This design comes from an exercise in tuning for small area on the open sky130 flow, not from production work. Function was checked by simulation only, so behaviour that the tests miss may differ from the original. Power is estimated from default activity; no workload was simulated.

File: design/flow/flow/run.sh
#!/bin/bash
# Own layout flow: the standard ORFS flow (standard.sh) with two changes.
#  1. Synthesis: the same Yosys script as standard.sh's (synth_recipe.tcl and
#     ORFS synth.tcl), but ABC maps the logic with an area-oriented script
#     (abc_area_map.script beside this file). Registers are mapped before ABC
#     runs, so they keep the standard synthesis's names and cells; this is
#     checked below and the standard netlist is used if they differ.
#     The buffers Yosys puts on pass-through outputs are buf_1.
#  2. Port buffers: buffer_ports uses sky130_fd_sc_hd__buf_1 for every input
#     and output port instead of the default cell.
# Every tool's output goes to a log file of its own in the work folder.
set -euo pipefail
W=$PWD
F=$W/flow
RES=$W/orfs/results/$FLOW_PLATFORM/matmul_scheduler/base
export BUFFER_PORTS_ARGS="-inputs -outputs -buffer_cell sky130_fd_sc_hd__buf_1"

bash standard.sh synth > $W/log_synth_standard.log 2>&1

# own synthesis, in a separate ORFS work folder
python3 - "$FLOW_HOME/scripts/synth.tcl" "$W/own_synth.tcl" "$F/abc_area_map.script" <<'PY'
import sys
src, dst, abc = sys.argv[1:4]
s = open(src).read()
hook = "source $::env(SCRIPTS_DIR)/synth_preamble.tcl\n"
assert hook in s
s = s.replace(hook, hook + (
    "set i [lsearch $abc_args -script]\n"
    "set abc_args [lreplace $abc_args [expr {$i+1}] [expr {$i+1}] {%s}]\n" % abc), 1)
open(dst, "w").write(s)
PY
sed "s#source \$::env(SCRIPTS_DIR)/synth.tcl#source $W/own_synth.tcl#" synth_recipe.tcl > $W/own_synth_recipe.tcl
grep -q "own_synth.tcl" $W/own_synth_recipe.tcl
make -C "$FLOW_HOME" DESIGN_CONFIG=$W/config.mk WORK_HOME=$W/orfs_own CLKGATE_MAP_FILE= \
  SYNTH_SCRIPT=$W/own_synth_recipe.tcl synth > $W/log_synth_own.log 2>&1 || true
OWN=$W/orfs_own/results/$FLOW_PLATFORM/matmul_scheduler/base/1_2_yosys.v

# use the own netlist only if its registers match the standard one's
if [[ -f $OWN ]] && python3 - "$RES/1_2_yosys.v" "$OWN" > $W/log_register_check.log 2>&1 <<'PY'
import re, sys
def regs(path):
    txt = open(path).read()
    return sorted(re.findall(r"^\s*(sky130_fd_sc_hd__(?:s?e?df|dl)\w*)\s+(\S+)\s*\(", txt, re.M))
a, b = regs(sys.argv[1]), regs(sys.argv[2])
print("standard registers:", len(a), "own registers:", len(b))
sys.exit(0 if a == b and len(a) > 0 else 1)
PY
then
  echo "using own synthesis netlist" >> $W/log_register_check.log
  cp $RES/1_2_yosys.v $W/standard_1_2_yosys.v
  # pass-through buffers (outputs tied together or to a constant) as buf_1
  sed 's/^\(\s*\)sky130_fd_sc_hd__buf_4 /\1sky130_fd_sc_hd__buf_1 /' $OWN > $RES/1_2_yosys.v
  rm -f $RES/1_synth.odb $RES/1_synth.sdc
else
  echo "registers differ: keeping the standard netlist" >> $W/log_register_check.log
fi

# the rest of the standard flow, up to out/final.def
bash standard.sh > $W/log_layout.log 2>&1
File: design/flow/flow/abc_area_map.script
strash
dch -f
&get -n
&nf -R 1000 -p
&put
topo
File: design/flow/standard.sh
#!/bin/bash
# synth_recipe.tcl (not shown) runs the flow's synth.tcl, then flattens the netlist and writes it again
# the make line also repeats each setting of config.mk as NAME=value (left out here)
make -C /OpenROAD-flow-scripts/flow DESIGN_CONFIG=/design/flow/config.mk WORK_HOME=/design/flow/orfs CLKGATE_MAP_FILE= SYNTH_SCRIPT=/design/flow/synth_recipe.tcl "${@:-finish}"
File: design/flow/config.mk
export PLATFORM = sky130hd
export DESIGN_NAME = matmul_scheduler
export DESIGN_NICKNAME = matmul_scheduler
export VERILOG_FILES = /design/flow/design.v
export SDC_FILE = /design/flow/constraint.sdc
export NUM_CORES = 4
export LEC_CHECK = 0
export CAP_MARGIN = 20
export CORE_MARGIN = 2
export CORE_UTILIZATION = 70
export CTS_BUF_LIST = sky130_fd_sc_hd__clkbuf_8
export CTS_CLUSTER_DIAMETER = 60
export CTS_CLUSTER_SIZE = 16
export SLEW_MARGIN = 20
File: design/flow/constraint.sdc
create_clock -name core_clock -period 12.0 [get_ports {clk}]
set_input_delay 2.4000 -clock core_clock [delete_from_list [all_inputs] [get_ports {clk}]]
set_output_delay 2.4000 -clock core_clock [all_outputs]
set_load 0.01 [all_outputs]
File: design/flow/design.v
module matmul_scheduler #(
  parameter int PE_COUNT    = 4,
  parameter int RAM_SIZE    = 128,
  parameter int QUEUE_DEPTH = 2,
  parameter int TIMEOUT     = 65535
) (
  input  logic                     clk,
  input  logic                     rst,
  input  logic                     job_valid,
  output logic                     job_ready,
  input  logic [31:0]              job_M,
  input  logic [31:0]              job_N,
  input  logic [31:0]              job_P,
  input  logic [31:0]              job_left_offset,
  input  logic [31:0]              job_right_offset,
  input  logic [31:0]              job_result_offset,
  output logic [31:0]              M,
  output logic [31:0]              N,
  output logic [31:0]              P,
  output logic [31:0]              left_offset,
  output logic [31:0]              right_offset,
  output logic [31:0]              result_offset,
  output logic [PE_COUNT-1:0][1:0] start_signal,
  input  logic [PE_COUNT-1:0]      pe_done,
  output logic                     busy,
  output logic                     job_done,
  output logic                     job_error,
  output logic [31:0]              cycle_count
);
  localparam logic [2:0] S_IDLE  = 3'd0;
  localparam logic [2:0] S_CHECK = 3'd1;
  localparam logic [2:0] S_START = 3'd2;
  localparam logic [2:0] S_RUN   = 3'd3;
  localparam logic [2:0] S_ABORT = 3'd4;
  localparam logic [2:0] S_DONE  = 3'd5;
  logic [2:0] state_q, state_d;
  logic       st_idle, st_check, st_start, st_run, st_abort, st_done;
  assign st_idle  = (state_q == S_IDLE);
  assign st_check = (state_q == S_CHECK);
  assign st_start = (state_q == S_START);
  assign st_run   = (state_q == S_RUN);
  assign st_abort = (state_q == S_ABORT);
  assign st_done  = (state_q == S_DONE);
  logic in_flag, in_over;
  over_chk u_in (.a(job_M[7:0]), .b(job_N[7:0]), .off(job_left_offset[7:0]),
                 .fail(in_over));
  assign in_flag = (job_M[7:0] == '0) | (job_N[7:0] == '0) |
                   (job_P[7:0] == '0) |
                   (|{job_M[31:8], job_N[31:8], job_P[31:8],
                      job_left_offset[31:8], job_right_offset[31:8],
                      job_result_offset[31:8]}) | in_over;
  logic [192:0] slot0_q, slot1_q;
  logic         v0_q, v1_q, rd_q;
  logic         full, empty, push, pop, wsel;
  logic [192:0] job_in, head;
  logic [191:0] cfg_q, cfg_d;
  assign job_in = {in_flag, job_M, job_N, job_P,
                   job_left_offset, job_right_offset, job_result_offset};
  assign full      = v0_q & v1_q;
  assign empty     = ~v0_q & ~v1_q;
  assign job_ready = ~full;
  assign push      = job_valid & ~full;
  assign pop       = st_idle & ~empty;
  assign wsel      = empty ? rd_q : ~rd_q;
  assign head      = rd_q ? slot1_q : slot0_q;
  always_ff @(posedge clk) begin
    if (push & ~wsel) slot0_q <= job_in;
    if (push &  wsel) slot1_q <= job_in;
  end
  always_ff @(posedge clk) begin
    if (pop) rd_q <= ~rd_q;
  end
  always_ff @(posedge clk or posedge rst) begin
    if (rst) begin
      v0_q <= 1'b0;
      v1_q <= 1'b0;
    end else begin
      v0_q <= (v0_q & ~(pop & ~rd_q)) | (push & ~wsel);
      v1_q <= (v1_q & ~(pop &  rd_q)) | (push &  wsel);
    end
  end
  assign cfg_d = pop ? head[191:0] : cfg_q;
  always_ff @(posedge clk or posedge rst) begin
    if (rst) cfg_q <= '0;
    else     cfg_q <= cfg_d;
  end
  logic [7:0] ck_a, ck_b, ck_off;
  logic       ck_over, err_q, reject;
  assign ck_a   = st_idle ? cfg_d[135:128] : cfg_d[167:160];
  assign ck_b   = cfg_d[103:96];
  assign ck_off = st_idle ? cfg_d[39:32]   : cfg_d[7:0];
  over_chk u_cfg (.a(ck_a), .b(ck_b), .off(ck_off), .fail(ck_over));
  assign reject = err_q | ck_over;
  logic [3:0]  mask_q, mask_next;
  logic [15:0] run_q, run_inc, cc_q;
  logic        all_done, tmo;
  assign mask_next = st_start ? pe_done : (mask_q | pe_done);
  assign all_done  = &mask_next;
  assign tmo       = (run_q == 16'hFFFE);
  assign run_inc   = run_q + 16'd1;
  always_comb begin
    state_d = state_q;
    case (state_q)
      S_IDLE:  if (~empty) state_d = S_CHECK;
      S_CHECK: state_d = reject ? S_DONE : S_START;
      S_START: state_d = S_RUN;
      S_RUN:   if (all_done) state_d = S_DONE;
               else if (tmo) state_d = S_ABORT;
      S_ABORT: state_d = S_DONE;
      default: state_d = S_IDLE;
    endcase
  end
  always_ff @(posedge clk or posedge rst) begin
    if (rst) state_q <= S_IDLE;
    else     state_q <= state_d;
  end
  always_ff @(posedge clk) begin
    mask_q <= mask_next;
    run_q  <= {16{st_abort}} | ({16{st_run}} & run_inc);
    if (pop)           err_q <= head[192] | ck_over;
    else if (st_check) err_q <= reject;
    else if (st_abort) err_q <= 1'b1;
  end
  always_ff @(posedge clk or posedge rst) begin
    if (rst)          cc_q <= '0;
    else if (st_done) cc_q <= run_q;
  end
  always_comb begin
    for (int i = 0; i < PE_COUNT; i++) begin
      start_signal[i][0] = st_start | st_abort;
      start_signal[i][1] = (st_run & ~mask_q[i]) | st_abort;
    end
  end
  assign {M, N, P, left_offset, right_offset, result_offset} = cfg_q;
  assign busy        = ~st_idle;
  assign job_done    = st_done;
  assign job_error   = st_done & err_q;
  assign cycle_count = {16'd0, cc_q};
endmodule
module over_chk (input logic [7:0] a, input logic [7:0] b,
  input logic [7:0] off, output logic fail);
  logic t1, t2, t3, t4, t5, t6, t7, t8, t9, t10, t11, t12, t13, t14, t15, t16, t17, t18, t19, t20, t21, t22, t23, t24, t25, t26, t27, t28, t29, t30, t31, t32, t33, t34, t35, t36, t37, t38, t39, t40, t41, t42, t43, t44, t45, t46, t47;
  assign t1 = ((a[0] & b[1])) ^ ((a[1] & b[0])) ^ off[1];
  assign t2 = (((a[0] & b[1])) & ((a[1] & b[0]))) | (((a[0] & b[1])) & off[1]) | (((a[1] & b[0])) & off[1]);
  assign t3 = ((a[0] & b[2])) ^ ((a[1] & b[1])) ^ ((a[2] & b[0]));
  assign t4 = (((a[0] & b[2])) & ((a[1] & b[1]))) | (((a[0] & b[2])) & ((a[2] & b[0]))) | (((a[1] & b[1])) & ((a[2] & b[0])));
  assign t5 = ((a[0] & b[3])) ^ ((a[1] & b[2])) ^ ((a[2] & b[1]));
  assign t6 = (((a[0] & b[3])) & ((a[1] & b[2]))) | (((a[0] & b[3])) & ((a[2] & b[1]))) | (((a[1] & b[2])) & ((a[2] & b[1])));
  assign t7 = ((a[0] & b[4]) | (a[4] & b[0])) ^ ((a[1] & b[3])) ^ ((a[2] & b[2]));
  assign t8 = (((a[0] & b[4]) | (a[4] & b[0])) & ((a[1] & b[3]))) | (((a[0] & b[4]) | (a[4] & b[0])) & ((a[2] & b[2]))) | (((a[1] & b[3])) & ((a[2] & b[2])));
  assign t9 = ((a[0] & b[5]) | (a[3] & b[2])) ^ ((a[1] & b[4]) | (a[4] & b[1])) ^ ((a[2] & b[3]) | (a[5] & b[0]));
  assign t10 = (((a[0] & b[5]) | (a[3] & b[2])) & ((a[1] & b[4]) | (a[4] & b[1]))) | (((a[0] & b[5]) | (a[3] & b[2])) & ((a[2] & b[3]) | (a[5] & b[0]))) | (((a[1] & b[4]) | (a[4] & b[1])) & ((a[2] & b[3]) | (a[5] & b[0])));
  assign t11 = ((a[0] & b[6]) | (a[2] & b[4]) | (a[4] & b[2]) | (a[6] & b[0])) ^ ((a[1] & b[5]) | (a[3] & b[3]) | (a[5] & b[1])) ^ off[6];
  assign t12 = (((a[0] & b[6]) | (a[2] & b[4]) | (a[4] & b[2]) | (a[6] & b[0])) & ((a[1] & b[5]) | (a[3] & b[3]) | (a[5] & b[1]))) | (((a[0] & b[6]) | (a[2] & b[4]) | (a[4] & b[2]) | (a[6] & b[0])) & off[6]) | (((a[1] & b[5]) | (a[3] & b[3]) | (a[5] & b[1])) & off[6]);
  assign t13 = t2 ^ t3 ^ off[2];
  assign t14 = (t2 & t3) | (t2 & off[2]) | (t3 & off[2]);
  assign t15 = t4 ^ t5 ^ ((a[3] & b[0]));
  assign t16 = (t4 & t5) | (t4 & ((a[3] & b[0]))) | (t5 & ((a[3] & b[0])));
  assign t17 = t6 ^ t7 ^ ((a[3] & b[1]));
  assign t18 = (t6 & t7) | (t6 & ((a[3] & b[1]))) | (t7 & ((a[3] & b[1])));
  assign t19 = t8 ^ t9 ^ off[5];
  assign t20 = (t8 & t9) | (t8 & off[5]) | (t9 & off[5]);
  assign t21 = t14 ^ t15 ^ off[3];
  assign t22 = (t14 & t15) | (t14 & off[3]) | (t15 & off[3]);
  assign t23 = t16 ^ t17 ^ off[4];
  assign t24 = (t16 & t17) | (t16 & off[4]) | (t17 & off[4]);
  assign t25 = t20 ^ t10 ^ t11;
  assign t26 = (t20 & t10) | (t20 & t11) | (t10 & t11);
  assign t27 = t24 ^ t18 ^ t19;
  assign t28 = (t24 & t18) | (t24 & t19) | (t18 & t19);
  assign t29 = t26 ^ t12 ^ ((a[0] & b[7]) | (a[1] & b[6]) | (a[2] & b[5]) | (a[3] & b[4]) | (a[4] & b[3]) | (a[5] & b[2]) | (a[6] & b[1]) | (a[7] & b[0]));
  assign t30 = (t26 & t12) | (t26 & ((a[0] & b[7]) | (a[1] & b[6]) | (a[2] & b[5]) | (a[3] & b[4]) | (a[4] & b[3]) | (a[5] & b[2]) | (a[6] & b[1]) | (a[7] & b[0]))) | (t12 & ((a[0] & b[7]) | (a[1] & b[6]) | (a[2] & b[5]) | (a[3] & b[4]) | (a[4] & b[3]) | (a[5] & b[2]) | (a[6] & b[1]) | (a[7] & b[0])));
  assign t31 = ~(((a[0] & b[0])) ^ off[0]);
  assign t32 = ((a[0] & b[0])) | off[0];
  assign t33 = ~t1;
  assign t34 = ~t13;
  assign t35 = ~t21;
  assign t36 = ~(t22 ^ t23);
  assign t37 = t22 | t23;
  assign t38 = ~t27;
  assign t39 = ~(t28 ^ t25);
  assign t40 = t28 | t25;
  assign t41 = t32 & t33;
  assign t42 = (t1 & t34) | (t1 & t41) | (t34 & t41);
  assign t43 = (t13 & t35) | (t13 & t42) | (t35 & t42);
  assign t44 = (t21 & t36) | (t21 & t43) | (t36 & t43);
  assign t45 = (t37 & t38) | (t37 & t44) | (t38 & t44);
  assign t46 = (t27 & t39) | (t27 & t45) | (t39 & t45);
  assign t47 = (t40 & t29) | (t40 & t46) | (t29 & t46);
  assign fail = (a[1] & b[7]) | (a[2] & b[6]) | (a[2] & b[7]) | (a[3] & b[5]) | (a[3] & b[6]) | (a[3] & b[7]) | (a[4] & b[4]) | (a[4] & b[5]) | (a[4] & b[6]) | (a[4] & b[7]) | (a[5] & b[3]) | (a[5] & b[4]) | (a[5] & b[5]) | (a[5] & b[6]) | (a[5] & b[7]) | (a[6] & b[2]) | (a[6] & b[3]) | (a[6] & b[4]) | (a[6] & b[5]) | (a[6] & b[6]) | (a[6] & b[7]) | (a[7] & b[1]) | (a[7] & b[2]) | (a[7] & b[3]) | (a[7] & b[4]) | (a[7] & b[5]) | (a[7] & b[6]) | (a[7] & b[7]) | off[7] | t30 | t47;
endmodule
==> out/metrics.yaml, run 1 <==
status:
  status: "timing/DRC/antenna clean"
setup_path:
  crit_slowest_cell: "o21ai_0"
  endpoint_kind: "register"
  worst_setup_path_start_kind: "register"
  cpPeakStageDelay_ps: 950
  worst_path_dominant_cell_family: "compound AO/OA/AOI/OAI gates"
  path_cells: "nor3_2 -> buf_4 -> o21ai_4 -> nor2_4 -> buf_16 -> buf_4 -> a222oi_1 -> o21ai_0 -> nand2_1 -> fa_1 -> fa_1 -> fa_1 -> nand2_1 -> a2111oi_0 -> nor2_1 -> o21ai_1 -> maj3_2 -> nand2_1 -> or3_1 -> o31a_1"
  crit_arrival_ps: 7920
  cp_max_fo: 71
  cp_num_buf_inv: 3
  crit_type: "reg -> reg"
  cp_data_required_time_ps: 12370
timing:
  post-route-period-util_pct: 62.9
  worst_slew_pin_slew_ps: 1130
  hold_viol: 0
  rsz0062_at_grt: "false"
  fin_skew_ps: 20.5
  slew-limit-headroom_pct: 23.6
  max_freq_mhz: 133
  min_period_ps: 7550
  setup_viol: 0
  drv_slew: 0
place:
  dp_hpwl_um: 34000
  port_buffers: 418
  dp.cells: 2273
  gp_congestion: 0.875
global_route:
  track_usage_pct: 31.2
  grt_max_degree: 189
  gr-total-overflow: 0
  antenna_found_initial: 11
  grt_pass1_wl_um: 80500
  grt_pass1_vias: 14500
cts:
  cts-resized-gates: 0
  cts_post_setup_buffers_inserted: 0
  tritoncts: "yes"
  clk_path_buf_depth: 3
  holdBufCountCts: 0
  cts-root-buf: "clkbuf_8"
  clk_latency_ps: 610
  clkSlewWorstSetupHoldPaths_ps: 100
  cts_made_buffers: 44
  htreeDepth: 2
  clock-sinks: 621
floorplan:
  core_area_um2: 32300
  row_count: 66
  pin_count: 435
  fp.dieArea_um2: 34000
  initial_core_util_pct: 70.5
  die_h_um: 184
  die_x_um: 184
routing:
  firstDrtPassIters: 8
  viasPerCell: 6.31
  routed_wl_um: 53100
  detail_route.iter0.violations: 2218
  drc: 0
  wl_per_cell_um: 22.4
  vias: 14900
  ant_nets: 0
layout:
  final_nets: 2113
  drive_above_1_share_pct: 3.92
  final_cell_mix: "buf_1, edfxtp_1, dfrtp_1"
  fin_util_pct: 80.2
  area_delta_synth_final_pct: 13.8
  layout_commonest_cell: "buf_1"
  layout.cells.non_filler: 2367
min_path:
  hold_path.class: "reg -> reg"
logic_synthesis:
  netlist_instances: 1407
  yosysWarnings: 1
  syn_area_per_cell_um2: 16.2
  syn_area_um2: 22800
power_and_ir_drop:
  max-vdd-ir-drop_v: 0.000316
  powerDensity_nw_per_um2: 297
  p_leak_nw: 9.27
flow_run:
  cap_viol_max_count: 0
==> path summary, 6_finish.rpt <==
kind / slack, ps / to / depth (start not counted) / from
worst max-delay path: 4450 / err_q$_DFFE_PP_ / 20 / state_q[0]$_DFFE_PP0P_
worst min-delay path: 460 / cfg_q[168]$_DFFE_PP0N_ / 2 / slot1_q[168]$_DFFE_PP_
worst max register to register: 4450 / err_q$_DFFE_PP_ / 20 / state_q[0]$_DFFE_PP0P_
worst min register to register: 460 / cfg_q[168]$_DFFE_PP0N_ / 2 / slot1_q[168]$_DFFE_PP_
max in group asynchronous: 8740 / cfg_q[136]$_DFFE_PP0N_ / 3 / rst
min in group asynchronous: 1880 / cfg_q[121]$_DFFE_PP0N_ / 2 / rst
==> layer usage <==
layer  wire [um]  vias up  global-route usage, %
met5          27        -                      0
met4        1780        4                   11.5
li1            -     6501                      -
met3        5430      111                   7.61
met2       25600      887                   48.4
met1       20200     7441                   44.0
==> power breakdown <==
group | total [mW] | switching [mW] | internal [mW]
Combinational | 3.20 | 2.04 | 1.16
Clock | 0.996 | 0.636 | 0.361
Sequential | 3.49 | 0.354 | 3.13
==> registers in the layout (all words and copies together), names as in the netlist, 3 cells and up <==
name and flops:
mask_q 4, state_q 3, run_q 16, slot0_q 193, cc_q 16, cfg_q 192, slot1_q 193
==> through the flow <==
step	worst slack, ps	hold slack, ps	TNS, ps	cell area [um2]	power, mW
after floorplan	-19920	430	-3059340	22800	5.91
after global placement	4570	435	0	25100	6.52
after detailed placement	4320	446	0	25100	6.70
after CTS	4280	463	0	25800	7.68
after global routing	4000	480	0	25900	8.20
final	4450	462	0	25900	7.68
==> worst register-to-register path, stage by stage (launching register included) <==
cell       delay (ps)
dfrtp_1           470
nor3_2            190
buf_4             330
o21ai_4           320
nor2_4            550
buf_16            260
buf_4             680
a222oi_1          320
o21ai_0           950
nand2_1           170
fa_1              580
fa_1              450
fa_1              530
nand2_1            60
a2111oi_0         410
nor2_1            100
o21ai_1           170
maj3_2            220
nand2_1            80
or3_1             360
o31a_1            120
==> cell type report <==
class / count / area (um2)
antenna: 11 / 27.5
clock inverter: 36 / 140
inverter: 204 / 777
tap: 442 / 553
clock buffer: 46 / 633
sequential: 621 / 17400
fill: 1918 / 6400
timing repair buffer: 429 / 1710
multi-input combinational: 578 / 4660
==> run 2: changes to the inputs <==
--- a/design/flow/flow/run.sh
+++ b/design/flow/flow/run.sh
@@ -9,4 +9,5 @@
 #  2. Port buffers: buffer_ports uses sky130_fd_sc_hd__buf_1 for every input
 #     and output port instead of the default cell.
+#  3. Clock tree synthesis inserts no dummy loads.
 # Every tool's output goes to a log file of its own in the work folder.
 set -euo pipefail
@@ -15,4 +16,7 @@
 RES=$W/orfs/results/$FLOW_PLATFORM/matmul_scheduler/base
 export BUFFER_PORTS_ARGS="-inputs -outputs -buffer_cell sky130_fd_sc_hd__buf_1"
+# clock tree: ORFS's CTS arguments with config.mk's buffer and clustering
+# settings, plus -dont_use_dummy_load (no load-balancing dummy inverters)
+export CTS_ARGS="-sink_clustering_enable -repair_clock_nets -sink_clustering_size 16 -sink_clustering_max_diameter 60 -buf_list sky130_fd_sc_hd__clkbuf_8 -dont_use_dummy_load"
 
 bash standard.sh synth > $W/log_synth_standard.log 2>&1
==> run 2 against run 1 <==
  * Hold slack got worse by 1.5 ps
  * Final cell count decreased by 1.6%
  * Synthesized area unchanged
  * First-iteration DRC count decreased by 5.7%
  * Die area unchanged
  * Register-to-register slack about the same
  * Still clean on timing, DRC and antenna
  * Critical path depth unchanged
==> out/metrics.yaml, run 2 <==
status:
  status: "timing/DRC/antenna clean"
place:
  gp_congestion: 0.875  # unchanged
  place_ws_ps: 4320  # unchanged
  port_buffers: 418  # unchanged
  dpl_cell_area_um2: 25100  # unchanged
  dp_hpwl_um: 34000  # unchanged
timing:
  hold_viol: 0  # unchanged
  setup_slack_ps: 4470  # +14.8 ps
  max_freq_mhz: 133  # +0.20%
  hold_slack_ps: 460  # -1.52 ps
  slew-limit-headroom_pct: 26.5  # +2.9 points
  rsz0062_at_grt: "false"
  min_period_ps: 7530  # -14.8 ps
  post-route-period-util_pct: 62.8  # -0.12 points
  fin_skew_ps: 33.7  # +13.3 ps
  setup_viol: 0  # unchanged
  drv_slew: 0  # unchanged
  worst_slew_pin_slew_ps: 1100  # -31.9 ps
logic_synthesis:
  syn_area_um2: 22800  # unchanged
  syn_area_per_cell_um2: 16.2  # unchanged
  netlist_instances: 1407  # unchanged
  yosysWarnings: 1  # unchanged
global_route:
  met3_usage_pct: 7.11  # -0.49 points
  grt_max_degree: 189  # unchanged
  gr-total-overflow: 0  # unchanged
  met1_usage_pct: 43.6  # -0.41 points
  grt_pass1_vias: 14500  # +0.090%
  grt_pass1_wl_um: 80300  # -0.24%
  met2_usage_pct: 48.5  # +0.11 points
  track_usage_pct: 31.1  # -0.046 points
  grt-busiest-layer: "met2"
  antenna_found_initial: 11  # unchanged
layout:
  fin_area_um2: 25700  # -0.66%
  final_cell_mix: "buf_1, edfxtp_1, dfrtp_1"
  final_nets: 2113  # unchanged
  area_delta_synth_final_pct: 13.0
  top_regs: "slot0_q (193), slot1_q (193), cfg_q (192)"
  drive_above_1_share_pct: 3.84  # -0.081 points
  n_fill_cell: 1951  # +1.7%
  layout_commonest_cell: "buf_1"
  fin_util_pct: 79.6  # -0.53 points
power_and_ir_drop:
  powerDensity_nw_per_um2: 296  # -0.15%
  p_leak_nw: 9.07  # -2.2%
  max-vdd-ir-drop_v: 0.000318  # +0.64%
cts:
  clk_latency_ps: 600  # about the same
  clock-sinks: 621  # unchanged
  htreeDepth: 2  # unchanged
  holdBufCountCts: 0  # unchanged
  cts_made_buffers: 44  # unchanged
  clk_path_buf_depth: 3  # unchanged
  cts-resized-gates: 0  # unchanged
  clkSlewWorstSetupHoldPaths_ps: 100  # about the same
  tritoncts: "yes"
  cts-root-buf: "clkbuf_8"
  cts_post_setup_buffers_inserted: 0  # unchanged
setup_path:
  path_cells: "nor3_2 -> buf_4 -> o21ai_4 -> nor2_4 -> buf_16 -> buf_4 -> a222oi_1 -> o21ai_0 -> nand2_1 -> fa_1 -> fa_1 -> fa_1 -> nand2_1 -> a2111oi_0 -> nor2_1 -> o21ai_1 -> maj3_2 -> nand2_1 -> or3_1 -> o31a_1"
  endpoint_kind: "register"
  worst_path_dominant_cell_family: "compound AO/OA/AOI/OAI gates"
  cp_max_fo: 71  # unchanged
  crit_slowest_cell: "o21ai_0"
  cp_num_buf_inv: 3  # unchanged
  cpPeakStageDelay_ps: 910  # -40 ps
  crit_type: "reg -> reg"
  worst_setup_path_start_kind: "register"
  crit_arrival_ps: 7870  # -50 ps
  cp_data_required_time_ps: 12330  # -40 ps
routing:
  ant_nets: 0  # unchanged
  firstDrtPassIters: 9  # +1
  viasPerCell: 6.38  # +1.1%
  vias: 14900  # -0.55%
  detail_route.iter0.violations: 2091  # -5.7%
  wl_per_cell_um: 22.8  # +1.6%
  routed_wl_um: 53000  # about the same
  drc: 0  # unchanged
floorplan:
  initial_core_util_pct: 70.5  # unchanged
  row_count: 66  # unchanged
  fp.dieArea_um2: 34000  # unchanged
  die_h_um: 184  # unchanged
  die_x_um: 184  # unchanged
  core_area_um2: 32300  # unchanged
  pin_count: 435  # unchanged
min_path:
  hold_path.class: "reg -> reg"
flow_run:
  cap_viol_max_count: 0  # unchanged
[run 2: where the power goes]
part	switching, mW	leakage, nW	total, mW	internal, mW
clock	0.602	0.316	0.933	0.331
combinational	2.04	2.37	3.20	1.16
sequential	0.355	6.38	3.49	3.13
[run 2: area by class of cell]
| cell class | count | area [um2] | area share (%) |
|---|---|---|---|
| well taps | 442 | 553 | 2.15 |
| diodes | 10 | 25.0 | 0.0973 |
| flip-flops and latches | 621 | 17400 | 67.6 |
| inverters | 204 | 777 | 3.02 |
| clock buffers | 44 | 606 | 2.35 |
| multi-input cells | 578 | 4660 | 18.1 |
| repair buffers | 429 | 1710 | 6.65 |
[run 2: worst min-delay path, delay by kind of cell, from the launching register on]
| family | cells | cell delay (ps) |
|---|---|---|
| buffers and inverters | 1 | 50 |
| AO/OA/AOI/OAI | 1 | 70 |
| flip-flops | 1 | 330 |
[run 2: layer usage]
metal	share of wire, %	up-vias	wire, um
li1	-	6464	-
met1	38	7434	20200
met2	48	845	25500
met3	10	115	5350
met4	3.7	4	1950
met5	0.051	-	27
[run 2: final timing paths]
kind | startpoint | endpoint | slack (ps) | depth (start not counted)
worst max-delay path | state_q[0]$_DFFE_PP0P_ | err_q$_DFFE_PP_ | 4470 | 20
worst min-delay path | slot1_q[190]$_DFFE_PP_ | cfg_q[190]$_DFFE_PP0N_ | 460 | 2
worst max register to register | state_q[0]$_DFFE_PP0P_ | err_q$_DFFE_PP_ | 4470 | 20
worst min register to register | slot1_q[190]$_DFFE_PP_ | cfg_q[190]$_DFFE_PP0N_ | 460 | 2
max in group asynchronous | rst | cfg_q[136]$_DFFE_PP0N_ | 8730 | 3
min in group asynchronous | rst | cfg_q[121]$_DFFE_PP0N_ | 1900 | 2
[run 2: metrics by stage]
step           setup TNS [ps]  power [mW]  instances
6_report                    0        7.62       2328
5_1_grt                     0        8.13       2326
4_1_cts                     0        7.61       2317
3_5_place_dp                0        6.70       2273
3_3_place_gp                0        6.52       2273
2_1_floorplan        -3059340        5.91       1422
==> run 3: changes to the inputs <==
--- a/design/flow/design.v
+++ b/design/flow/design.v
@@ -28,18 +28,18 @@
   output logic [31:0]              cycle_count
 );
-  localparam logic [2:0] S_IDLE  = 3'd0;
-  localparam logic [2:0] S_CHECK = 3'd1;
-  localparam logic [2:0] S_START = 3'd2;
-  localparam logic [2:0] S_RUN   = 3'd3;
-  localparam logic [2:0] S_ABORT = 3'd4;
-  localparam logic [2:0] S_DONE  = 3'd5;
+  localparam logic [2:0] S_IDLE  = 3'b000;
+  localparam logic [2:0] S_CHECK = 3'b001;
+  localparam logic [2:0] S_START = 3'b011;
+  localparam logic [2:0] S_RUN   = 3'b010;
+  localparam logic [2:0] S_ABORT = 3'b110;
+  localparam logic [2:0] S_DONE  = 3'b100;
   logic [2:0] state_q, state_d;
   logic       st_idle, st_check, st_start, st_run, st_abort, st_done;
   assign st_idle  = (state_q == S_IDLE);
-  assign st_check = (state_q == S_CHECK);
-  assign st_start = (state_q == S_START);
+  assign st_check = ~state_q[1] & state_q[0];
+  assign st_start = state_q[1] & state_q[0];
   assign st_run   = (state_q == S_RUN);
-  assign st_abort = (state_q == S_ABORT);
-  assign st_done  = (state_q == S_DONE);
+  assign st_abort = state_q[2] & state_q[1];
+  assign st_done  = state_q[2] & ~state_q[1];
   logic in_flag, in_over;
   over_chk u_in (.a(job_M[7:0]), .b(job_N[7:0]), .off(job_left_offset[7:0]),
@@ -101,13 +101,11 @@
   always_comb begin
     state_d = state_q;
-    case (state_q)
-      S_IDLE:  if (~empty) state_d = S_CHECK;
-      S_CHECK: state_d = reject ? S_DONE : S_START;
-      S_START: state_d = S_RUN;
-      S_RUN:   if (all_done) state_d = S_DONE;
-               else if (tmo) state_d = S_ABORT;
-      S_ABORT: state_d = S_DONE;
-      default: state_d = S_IDLE;
-    endcase
+    if (st_idle & ~empty)       state_d = S_CHECK;
+    else if (st_check)          state_d = reject ? S_DONE : S_START;
+    else if (st_start)          state_d = S_RUN;
+    else if (st_run)            state_d = all_done ? S_DONE :
+                                          (tmo ? S_ABORT : S_RUN);
+    else if (st_abort)          state_d = S_DONE;
+    else if (st_done)           state_d = S_IDLE;
   end
   always_ff @(posedge clk or posedge rst) begin
==> run 3 against run 2 <==
  * Total power rose by 1.5%
  * Register-to-register slack improved by 850 ps
  * Clock skew rose by 16 ps
  * Still clean
  * Critical path type unchanged
==> out/metrics.yaml, run 3 <==
status:
  status: "timing/DRC/antenna clean"
setup_path:
  reg2reg_from: "state_q[1]$_DFFE_PP0P_"
  timing.critical_path.mode_cell: "fa_1"
  crit_type: "reg -> reg"
  reg2reg_slack_ps: 5320  # +850 ps
  r2r_cells: 21  # +5.0%
  crit_slowest_cell: "buf_4"
  endpoint_kind: "register"
  cp_data_required_time_ps: 12350  # +20 ps
  worst_setup_path_start_kind: "register"
  crit_arrival_ps: 7040  # -830 ps
  cpPeakStageDelay_ps: 690  # -220 ps
  crit_end: "err_q$_DFFE_PP_"
  cp_max_fo: 73  # +2.8%
  path_cells: "nor3_2 -> buf_4 -> o21ai_4 -> nor2_4 -> buf_4 -> a222oi_1 -> o21ai_0 -> nand2_1 -> fa_1 -> clkinv_1 -> fa_1 -> clkinv_1 -> fa_1 -> nand2_1 -> a2111oi_0 -> nor2_1 -> o21ai_1 -> maj3_2 -> nand2_2 -> or3_1 -> o31a_1"
  r2r_end: "err_q$_DFFE_PP_"
  crit_start: "state_q[1]$_DFFE_PP0P_"
power_and_ir_drop:
  sw_frac_of_total_pct: 39.8  # +0.43 points
  power_switching_mw: 3.08  # +2.6%
  power.internal_mw: 4.66  # +0.78%
  p_comb_share_pct: 42.3  # +0.3 points
  clkPwrFrac_pct: 12.2  # about the same
  finalPower_mw: 7.73  # +1.5%
  powerDensity_nw_per_um2: 301  # +1.6%
  max-vdd-ir-drop_v: 0.000245  # -23%
  seqPwrFrac_pct: 45.5  # -0.3 points
  p_leak_nw: 9.12  # +0.57%
routing:
  wl_per_cell_um: 23.2  # +2.0%
  detail_route.iter0.violations: 2001  # -4.3%
  wl_met1_um: 19700  # -2.2%
  drc: 0  # unchanged
  ant_nets: 0  # unchanged
  vias: 14800  # -0.32%
  wl_met2_um: 26600  # +4.3%
  wl_met3_um: 5130  # -4.2%
  firstDrtPassIters: 9  # unchanged
  routed_wl_um: 53700  # +1.2%
  highest_layer: "met5"
  viasPerCell: 6.41  # +0.41%
cts:
  htreeDepth: 2  # unchanged
  clk_latency_ps: 610  # about the same
  cts-root-buf: "clkbuf_8"
  holdBufCountCts: 0  # unchanged
  tritoncts: "yes"
  cts-resized-gates: 0  # unchanged
  clkSlewWorstSetupHoldPaths_ps: 110  # about the same
  cts_post_setup_buffers_inserted: 0  # unchanged
  cts_made_buffers: 45  # +2.3%
  clk_path_buf_depth: 3  # unchanged
  clock-sinks: 621  # unchanged
global_route:
  track_usage_pct: 31.7  # +0.60 points
  grt_pass1_wl_um: 81700  # +1.7%
  antenna_found_initial: 11  # unchanged
  grt_pass1_vias: 14700  # +1.7%
  gr-total-overflow: 0  # unchanged
  grt_max_degree: 161  # -15%
floorplan:
  initial_core_util_pct: 71.6  # +1.1 points
  row_count: 65  # -1.5%
  die_h_um: 184  # -0.10%
  fp.dieArea_um2: 33900  # -0.21%
  core_area_um2: 31700  # -1.8%
  pin_count: 435  # unchanged
  die_x_um: 184  # -0.10%
timing:
  max_freq_mhz: 150  # +13%
  setup_viol: 0  # unchanged
  rsz0062_at_grt: "false"
  drv_slew: 0  # unchanged
  slew-limit-headroom_pct: 24.4  # -2.2 points
  hold_slack_ps: 447  # -13.1 ps
  min_period_ps: 6680  # -848 ps
  fin_skew_ps: 49.3  # +15.6 ps
  hold_viol: 0  # unchanged
  setup_tns_ps: 0  # unchanged
  worst_slew_pin_slew_ps: 1130  # +32.4 ps
  post-route-period-util_pct: 55.7  # -7.1 points
place:
  port_buffers: 418  # unchanged
  gp_congestion: 0.874  # -0.17%
  dp_hpwl_um: 35300  # +3.9%
layout:
  top_regs: "slot0_q (193), slot1_q (193), cfg_q (192)"
  layout_commonest_cell: "buf_1"
  fin_util_pct: 81.0  # +1.3 points
  final_cell_mix: "buf_1, edfxtp_1, dfrtp_1"
  final_nets: 2134  # +0.99%
  area_delta_synth_final_pct: 13.1  # about the same
  n_fill_cell: 1835  # -5.9%
  regArea_um2: 17400  # unchanged
  drive_above_1_share_pct: 4.16  # +0.33 points
  multi_input_area_um2: 4630  # -0.67%
logic_synthesis:
  syn_area_um2: 22700  # -0.21%
  syn_area_per_cell_um2: 16.0  # -1.1%
  netlist_instances: 1420  # +0.92%
  yosysWarnings: 1  # unchanged
flow_run:
  cap_viol_max_count: 0  # unchanged
min_path:
  hold_path.class: "reg -> reg"
  min_from: "slot1_q[52]$_DFFE_PP_"
run 3: layer usage:
layer | GRT usage [%] | up-vias
met5 | 0 | -
met4 | 13.3 | 4
met3 | 8.04 | 142
met2 | 50.8 | 799
met1 | 42.4 | 7394
li1 | - | 6475
run 3: critical path, delay by kind of cell, from the launching register on:
| family | cells | cell delay [ps] |
|---|---|---|
| AO/OA/AOI/OAI | 6 | 1880 |
| adder cells (fa/ha/maj) | 4 | 1740 |
| buffers and inverters | 4 | 1210 |
| AND/OR/NAND/NOR | 7 | 1160 |
| flip-flops | 1 | 450 |
run 3: how the worst min path moves through the flow:
stage                            end  slack, ps  depth (start not counted)
6_report       cfg_q[52]$_DFFE_PP0N_        450                          2
5_1_grt        cfg_q[52]$_DFFE_PP0N_        450                          2
4_1_cts         cfg_q[8]$_DFFE_PP0N_        440                          2
3_5_place_dp    cfg_q[166]$_DFF_PP0_        430                          2
3_3_place_gp    cfg_q[166]$_DFF_PP0_        420                          2
2_1_floorplan   cfg_q[164]$_DFF_PP0_        410                          2
run 3: power groups by stage:
stage | Combinational [mW] | Clock (mW) | Sequential, mW
finish | 3.27 | 0.942 | 3.52
detailed placement | 3.24 | 0 | 3.55
global placement | 3.11 | 0 | 3.50
CTS | 3.25 | 0.950 | 3.51
global route | 3.64 | 1.02 | 3.58
floorplan | 2.20 | 0 | 3.78
run 3: cell type report:
cell class | instances | area share, %
sequential | 621 | 67.7
multi-input combinational | 597 | 18.0
timing repair buffer | 436 | 6.87
inverter | 198 | 2.94
clock buffer | 45 | 2.41
tap | 402 | 1.96
antenna | 12 | 0.117
run 3: through the flow:
stage	instance area, um2	setup slack (ps)	std cells
floorplan	22800	-20740	1435
finish	25700	5320	2311
global placement	25000	5450	2252
detailed placement	25000	5330	2252
global route	25700	4810	2307
CTS	25600	5320	2297
==> run 4: changes to the inputs <==
--- a/design/flow/config.mk
+++ b/design/flow/config.mk
@@ -8,5 +8,5 @@
 export CAP_MARGIN = 20
 export CORE_MARGIN = 2
-export CORE_UTILIZATION = 70
+export CORE_UTILIZATION = 80
 export CTS_BUF_LIST = sky130_fd_sc_hd__clkbuf_8
 export CTS_CLUSTER_DIAMETER = 60
==> run 4 against run 3 <==
  * Still clean on timing, DRC and antenna
  * Worst setup slack better by 28 ps
  * Non-clock buffer count down 6
  * Global-route usage up 9.3 points
  * Sequential cell count unchanged
  * Fmax up 0.43%
  * Sequential share of layout area up 0.29 points
  * Clock power about the same
  * Routed wire length up 13%
  * Critical path depth up 3
  * Clock skew down 18 ps
  * Via count up 7.0%
==> out/metrics.yaml, run 4 <==
status:
  status: "timing/DRC/antenna clean"
cts:
  clkSlewWorstSetupHoldPaths_ps: 90  # -20 ps
  clock-sinks: 621  # unchanged
  clk_latency_ps: 600  # about the same
  clk_path_buf_depth: 3  # unchanged
  cts-root-buf: "clkbuf_8"
  holdBufCountCts: 0  # unchanged
  tritoncts: "yes"
  htreeDepth: 2  # unchanged
  cts_made_buffers: 44  # -2.2%
  cts-resized-gates: 0  # unchanged
  cts_post_setup_buffers_inserted: 0  # unchanged
setup_path:
  reg2reg_slack_ps: 5340  # +30 ps
  cp_max_fo: 201  # +180%
  crit_type: "reg -> reg"
  crit_arrival_ps: 6990  # -50 ps
  crit_start: "state_q[1]$_DFFE_PP0P_"
  worst_setup_path_start_kind: "register"
  endpoint_kind: "register"
  reg2reg_from: "state_q[1]$_DFFE_PP0P_"
  cp_data_required_time_ps: 12330  # -20 ps
layout:
  top_regs: "slot0_q (193), slot1_q (193), cfg_q (192)"
  layout.cells.non_filler: 2275  # -1.6%
  drive_above_1_share_pct: 3.81  # -0.35 points
  fin_area_um2: 25600  # -0.43%
  area_delta_synth_final_pct: 12.6
  final_nets: 2127  # -0.33%
  final_cell_mix: "buf_1, edfxtp_1, dfrtp_1"
  layout_commonest_cell: "buf_1"
place:
  port_buffers: 418  # unchanged
  gp_congestion: 0.964  # +10%
  dpl_cell_area_um2: 25000  # about the same
  place_ws_ps: 5440  # +115 ps
  dp.cells: 2224  # -1.2%
  dp_hpwl_um: 38000  # +7.7%
floorplan:
  core_area_um2: 27900  # -12%
  pin_count: 435  # unchanged
  die_h_um: 172  # -6.3%
  die_x_um: 172  # -6.3%
  fp.dieArea_um2: 29700  # -12%
  initial_core_util_pct: 81.5  # +9.9 points
  row_count: 61  # -6.2%
timing:
  rsz0062_at_grt: "false"
  fin_skew_ps: 31.2  # -18.1 ps
  setup_viol: 0  # unchanged
  slew-limit-headroom_pct: 32.3  # +8.0 points
  max_freq_mhz: 150  # +0.43%
  worst_slew_pin_slew_ps: 1010  # -119 ps
  hold_viol: 0  # unchanged
  min_period_ps: 6660  # -28.4 ps
  post-route-period-util_pct: 55.5  # -0.24 points
  drv_slew: 0  # unchanged
  setup_slack_ps: 5340  # +28.4 ps
  hold_slack_ps: 449  # +1.81 ps
routing:
  firstDrtPassIters: 14  # +5
  vias: 15800  # +7.0%
  ant_nets: 0  # unchanged
  viasPerCell: 6.96  # +8.6%
  routed_wl_um: 60700  # +13%
  drc: 0  # unchanged
  detail_route.iter0.violations: 3078  # +54%
  wl_per_cell_um: 26.7  # +15%
global_route:
  grt_max_degree: 202  # +25%
  track_usage_pct: 41.1  # +9.3 points
  antenna_found_initial: 7  # -4
  grt_pass1_wl_um: 89600  # +9.7%
  gr-total-overflow: 0  # unchanged
  grt_pass1_vias: 15700  # +6.3%
power_and_ir_drop:
  p_leak_nw: 9.08  # -0.47%
  finalPower_mw: 7.82  # +1.2%
  powerDensity_nw_per_um2: 306  # +1.6%
  max-vdd-ir-drop_v: 0.000348  # +42%
flow_run:
  cap_viol_max_count: 0  # unchanged
min_path:
  hold_path.class: "reg -> reg"
  min_from: "slot1_q[178]$_DFFE_PP_"
logic_synthesis:
  yosysWarnings: 1  # unchanged
  syn_area_per_cell_um2: 16.0  # unchanged
  syn_area_um2: 22700  # unchanged
  netlist_instances: 1420  # unchanged
-- run 4: metal layers --
layer,part of all wire [%],wire (um),vias to the layer above,GRT usage [%]
met5,0,0,-,0
met4,5.9,3580,0,21.0
met3,13,7770,264,10.3
met2,50,30100,1469,66.2
met1,32,19300,7660,53.0
li1,-,-,6451,-
-- run 4: worst paths after layout --
check                                         endpoint  cells past startpoint
worst max register to register         err_q$_DFFE_PP_                     24
min in group asynchronous       cfg_q[155]$_DFFE_PP0N_                      2
worst min register to register  cfg_q[178]$_DFFE_PP0N_                      2
worst max-delay path                   err_q$_DFFE_PP_                     24
worst min-delay path            cfg_q[178]$_DFFE_PP0N_                      2
max in group asynchronous          cfg_q[34]$_DFF_PP0_                      3
-- run 4: where the power goes --
group | switching [mW] | internal (mW)
clock | 0.609 | 0.331
sequential | 0.405 | 3.16
combinational | 2.18 | 1.14
total | 3.19 | 4.63
-- run 4: critical path, cell delays in order, from the launching register on --
cell       delay, ps
dfrtp_1          450
nor3_2           180
buf_4            370
o21ai_4          110
buf_12           310
nor2_4           260
buf_12           650
nand2_1          170
nand2_1          130
nand2_1           70
o21ai_0          320
nand2_1          160
fa_1             520
clkinv_1          80
fa_1             510
clkinv_1          80
fa_1             500
nand2_1           50
a2111oi_0        370
nor2_1           100
o21ai_1          150
maj3_2           200
nand2_2           60
or3_1            410
o31a_1           120
-- run 4: layout make-up --
cell class / count / area, um2
clock buffers: 44 / 606
multi-input cells: 597 / 4630
inverters: 198 / 754
fillers: 955 / 2280
diodes: 7 / 17.5
repair buffers: 430 / 1710
flip-flops and latches: 621 / 17400
well taps: 378 / 473
-- run 4: metrics by stage --
step	TNS, ps	util (%)
5_1_grt	0	91.8
6_report	0	91.8
4_1_cts	0	91.7
2_1_floorplan	-3195100	-
3_5_place_dp	0	89.6
3_3_place_gp	0	89.6
==> run 5: changes to the inputs <==
--- a/design/flow/design.v
+++ b/design/flow/design.v
@@ -28,18 +28,18 @@
   output logic [31:0]              cycle_count
 );
-  localparam logic [2:0] S_IDLE  = 3'b000;
-  localparam logic [2:0] S_CHECK = 3'b001;
-  localparam logic [2:0] S_START = 3'b011;
-  localparam logic [2:0] S_RUN   = 3'b010;
-  localparam logic [2:0] S_ABORT = 3'b110;
-  localparam logic [2:0] S_DONE  = 3'b100;
+  localparam logic [2:0] S_IDLE  = 3'd0;
+  localparam logic [2:0] S_CHECK = 3'd1;
+  localparam logic [2:0] S_START = 3'd2;
+  localparam logic [2:0] S_RUN   = 3'd3;
+  localparam logic [2:0] S_ABORT = 3'd4;
+  localparam logic [2:0] S_DONE  = 3'd5;
   logic [2:0] state_q, state_d;
   logic       st_idle, st_check, st_start, st_run, st_abort, st_done;
   assign st_idle  = (state_q == S_IDLE);
-  assign st_check = ~state_q[1] & state_q[0];
-  assign st_start = state_q[1] & state_q[0];
+  assign st_check = (state_q == S_CHECK);
+  assign st_start = (state_q == S_START);
   assign st_run   = (state_q == S_RUN);
-  assign st_abort = state_q[2] & state_q[1];
-  assign st_done  = state_q[2] & ~state_q[1];
+  assign st_abort = (state_q == S_ABORT);
+  assign st_done  = (state_q == S_DONE);
   logic in_flag, in_over;
   over_chk u_in (.a(job_M[7:0]), .b(job_N[7:0]), .off(job_left_offset[7:0]),
@@ -101,11 +101,13 @@
   always_comb begin
     state_d = state_q;
-    if (st_idle & ~empty)       state_d = S_CHECK;
-    else if (st_check)          state_d = reject ? S_DONE : S_START;
-    else if (st_start)          state_d = S_RUN;
-    else if (st_run)            state_d = all_done ? S_DONE :
-                                          (tmo ? S_ABORT : S_RUN);
-    else if (st_abort)          state_d = S_DONE;
-    else if (st_done)           state_d = S_IDLE;
+    case (state_q)
+      S_IDLE:  if (~empty) state_d = S_CHECK;
+      S_CHECK: state_d = reject ? S_DONE : S_START;
+      S_START: state_d = S_RUN;
+      S_RUN:   if (all_done) state_d = S_DONE;
+               else if (tmo) state_d = S_ABORT;
+      S_ABORT: state_d = S_DONE;
+      default: state_d = S_IDLE;
+    endcase
   end
   always_ff @(posedge clk or posedge rst) begin
==> design/flow/run.sh (new file) <==
#!/bin/bash
# synth_recipe.tcl (not shown) runs the flow's synth.tcl, then flattens the netlist and writes it again
# the make line also repeats each setting of config.mk as NAME=value (left out here)
make -C /OpenROAD-flow-scripts/flow DESIGN_CONFIG=/design/flow/config.mk WORK_HOME=/design/flow/orfs CLKGATE_MAP_FILE= SYNTH_SCRIPT=/design/flow/synth_recipe.tcl finish
--- a/design/flow/config.mk
+++ b/design/flow/config.mk
@@ -8,5 +8,5 @@
 export CAP_MARGIN = 20
 export CORE_MARGIN = 2
-export CORE_UTILIZATION = 80
+export CORE_UTILIZATION = 70
 export CTS_BUF_LIST = sky130_fd_sc_hd__clkbuf_8
 export CTS_CLUSTER_DIAMETER = 60
removed: design/flow/flow/run.sh
removed: design/flow/flow/abc_area_map.script
removed: design/flow/standard.sh
==> run 5 against run 4 <==
  * Sequential power decreased by 35%
  * Hold slack better by 26 ps
  * Still clean on timing, DRC and antenna
  * Clock skew rose by 3.7 ps
  * Global-route usage down 7.0 points
  * Via count about the same
  * Clock power increased by 12%
  * Combinational power decreased by 94%
  * Design area grew 16%
  * Critical endpoint unchanged
==> out/metrics.yaml, run 5 <==
status:
  status: "timing/DRC/antenna clean"
global_route:
  track_usage_pct: 34.1  # -7.0 points
  gr-total-overflow: 0  # unchanged
  grt_pass1_vias: 16100  # +3.1%
  grt_max_degree: 282  # +40%
  antenna_found_initial: 11  # +4
  grt_pass1_wl_um: 92300  # +3.1%
setup_path:
  crit_start: "rd_q$_DFFE_PN_"
  reg2reg_from: "rd_q$_DFFE_PN_"
  worst_path_dominant_cell_family: "adder cells"
  cp_max_fo: 48  # -76%
  crit_arrival_ps: 6480  # -510 ps
  crit_slowest_cell: "buf_4"
  crit_cells: 20  # -17%
  timing.critical_path.mode_cell: "fa_1"
  cpPeakStageDelay_ps: 770  # +120 ps
  path_cells: "buf_4 -> buf_4 -> mux2i_1 -> a21oi_1 -> a21oi_1 -> o22ai_1 -> fa_1 -> inv_1 -> fa_1 -> inv_1 -> fa_1 -> inv_1 -> fa_1 -> ha_1 -> a21oi_1 -> a2111oi_0 -> o221ai_1 -> o21ai_0 -> and4_4 -> o21ai_1"
  cp_data_required_time_ps: 12380  # +50 ps
  endpoint_kind: "register"
  reg2reg_slack_ps: 5900  # +550 ps
  r2r_cells: 20  # -17%
  worst_setup_path_start_kind: "register"
  crit_type: "reg -> reg"
  cp_num_buf_inv: 5  # unchanged
  r2r_end: "err_q$_DFFE_PP_"
timing:
  worst_slew_pin_slew_ps: 1160  # +148 ps
  min_period_ps: 6100  # -552 ps
  setup_viol: 0  # unchanged
  fin_skew_ps: 34.9  # +3.69 ps
  hold_slack_ps: 475  # +25.6 ps
  setup_tns_ps: 0  # unchanged
  setup_slack_ps: 5900  # +552 ps
  max_freq_mhz: 164  # +9.0%
  post-route-period-util_pct: 50.9  # -4.6 points
  hold_viol: 0  # unchanged
  slew-limit-headroom_pct: 22.5  # -9.9 points
  rsz0062_at_grt: "false"
  drv_slew: 0  # unchanged
cts:
  tritoncts: "yes"
  clock-sinks: 621  # unchanged
  cts-resized-gates: 0  # unchanged
  holdBufCountCts: 0  # unchanged
  clkSlewWorstSetupHoldPaths_ps: 100  # about the same
  htreeDepth: 2  # unchanged
  cts_made_buffers: 46  # +4.5%
  clk_path_buf_depth: 3  # unchanged
  cts_post_setup_buffers_inserted: 0  # unchanged
  clk_latency_ps: 650  # +50 ps
  cts-root-buf: "clkbuf_8"
logic_synthesis:
  synth_xor_xnor_area_share_pct: 0.573
  ys.flop_type: "edfxtp_1"
  syn_area_um2: 24400  # +7.6%
  yosysSeqAreaShare_pct: 71.1
  synthDistinctLibCells: 63
  synth_most_common_cell: "edfxtp_1"
  synthDominantCellAreaShare_pct: 47.7
  synth_fa_ha_area_share_pct: 2.76
  syn_area_per_cell_um2: 14.4  # -10%
  yosysWarnings: 1  # unchanged
  synth.top_cells.by_area: "edfxtp_1, dfrtp_1, mux2i_1"
  synth_compound_area_share_pct: 7.15
  synth-simple-area-share_pct: 6.60
  netlist_instances: 1701  # +20%
  synth.area.mux_share_pct: 8.82
  synth_top_cell_by_area: "edfxtp_1"
  synth_edf_count: 388
  synth_top_family_by_area: "multiplexers"
  synth-seq-cells: 621
  synthTopCellsByCount: "edfxtp_1, nand2_1, o21ai_0"
  async_flop_share_pct: 34.3
floorplan:
  fp.dieArea_um2: 36400  # +22%
  core_area_um2: 34500  # +24%
  die_h_um: 191  # +11%
  row_count: 68  # +11%
  die_x_um: 191  # +11%
  pin_count: 435  # unchanged
  initial_core_util_pct: 70.9  # -11 points
layout:
  top_regs: "slot0_q (193), slot1_q (193), cfg_q (192)"
  layout_commonest_cell: "clkdlybuf4s50_1"
  layout.cells.non_filler: 2589  # +14%
  final_cell_mix: "clkdlybuf4s50_1, edfxtp_1, nand2_1"
  final_nets: 2325  # +9.3%
  area_delta_synth_final_pct: 21.5
  fin_util_pct: 86.2  # -5.6 points
  n_fill_cell: 1653  # +73%
  drive_above_1_share_pct: 4.75  # +0.94 points
routing:
  vias: 15800  # -0.038%
  firstDrtPassIters: 7  # -7
  wl_per_cell_um: 24.0  # -10%
  viasPerCell: 6.12  # -12%
  detail_route.iter0.violations: 1316  # -57%
  ant_nets: 0  # unchanged
  drc: 0  # unchanged
  routed_wl_um: 62000  # +2.1%
flow_run:
  cap_viol_max_count: 0  # unchanged
power_and_ir_drop:
  powerDensity_nw_per_um2: 120  # -61%
  max-vdd-ir-drop_v: 0.000127  # -63%
  p_leak_nw: 10.9  # +20%
place:
  gp_congestion: 0.894  # -7.3%
  dp_hpwl_um: 41000  # +7.9%
  port_buffers: 418  # unchanged
  dp.cells: 2497  # +12%
  place_ws_ps: 5780  # +334 ps
min_path:
  hold_path.class: "reg -> reg"
  whs_endpoint: "mask_q[3]$_DFF_P_"
  hold_path_depth: 1  # -1
  min_from: "mask_q[3]$_DFF_P_"
[run 5: final cells by class]
cell class / instances / area [um2] / area share, %
antenna: 7 / 17.5 / 0.0590
clock buffer: 48 / 661 / 2.22
clock inverter: 37 / 168 / 0.565
inverter: 41 / 161 / 0.544
multi-input combinational: 949 / 6430 / 21.6
sequential: 621 / 17400 / 58.5
tap: 455 / 569 / 1.92
timing repair buffer: 431 / 4310 / 14.5
[run 5: worst max-delay path by stage]
stage	endpoint	slack, ps
6_report	err_q$_DFFE_PP_	5900
4_1_cts	err_q$_DFFE_PP_	5960
2_1_floorplan	slot0_q[0]$_DFFE_PP_	-5540
3_3_place_gp	slot0_q[192]$_DFFE_PP_	5840
5_1_grt	err_q$_DFFE_PP_	5580
3_5_place_dp	slot0_q[192]$_DFFE_PP_	5780
[run 5: layer usage]
layer | GRT usage (%) | share of wire, % | up-vias | routed length, um
met5 | 0 | 0.076 | - | 47
met2 | 57.6 | 51 | 731 | 31800
li1 | - | - | 6960 | -
met4 | 16.0 | 4.7 | 8 | 2920
met3 | 8.76 | 8.8 | 152 | 5460
met1 | 41.6 | 35 | 7987 | 21800
[run 5: kinds of logic (layout without fill, tap and decap cells)]
kind of cell	count (synthesis)	count (layout)
xor+xnor	16	16
fa+ha+maj	36	36
mux	213	213
buf+inv	146	557
compound gates	310	310
other cells	1	23
flops	621	621
simple gates	358	358
[run 5: metrics by stage]
| stage | area (um2) | total power, mW |
|---|---|---|
| after global placement | 28800 | 2.56 |
| after floorplan | 24500 | 2.47 |
| after global routing | 29700 | 3.68 |
| after detailed placement | 28800 | 2.57 |
| after CTS | 29700 | 3.58 |
| final | 29700 | 3.57 |
[run 5: where the power goes]
| part | internal (mW) | total [mW] | leakage (nW) | switching, mW |
|---|---|---|---|---|
| sequential | 2.31 | 2.33 | 6.23 | 0.0109 |
| clock | 0.382 | 1.05 | 0.534 | 0.667 |
| combinational | 0.0937 | 0.200 | 4.10 | 0.106 |

[what the ideal ports hide]
The flow's constraints put no driver on any port. The routed layouts listed below were extracted and timed again, unchanged, in two steps.
Step 1 sets driving cells, clkbuf_16 on the clock port and buf_2 on the other inputs (assumed; they add their load-dependent delay and slew).
Step 2 adds t to the input delays and takes it off the output delays; t is the mean of the earliest and latest rising clock arrival at the registers after step 1. Input paths then give back, and output paths get back, about the clock's delay inside the block.
Three values: ideal ports, drivers, drivers and shift; two values: the first two.
| run | t, ns | slack for setup (ns) | worst register clock-pin slew, ns | worst slew at a driven data input, ns |
|---|---|---|---|---|
| run 1 | 0.649 | 4.453 / 4.453 / 4.453 | 0.10 / 0.10 | 0.10 |
| run 2 | 0.634 | 4.468 / 4.468 / 4.468 | 0.10 / 0.10 | 0.09 |
| run 3 | 0.637 | 5.316 / 5.316 / 5.316 | 0.11 / 0.11 | 0.10 |
| run 4 | 0.637 | 5.344 / 5.344 / 5.344 | 0.11 / 0.11 | 0.12 |
| run 5 | 0.679 | 5.896 / 5.896 / 5.740 | 0.11 / 0.11 | 0.10 |
After both steps every run listed still meets setup and hold. For run 5, which loses most, drivers alone change the setup slack by 0.000 ns; drivers and shift together by -0.156 ns.
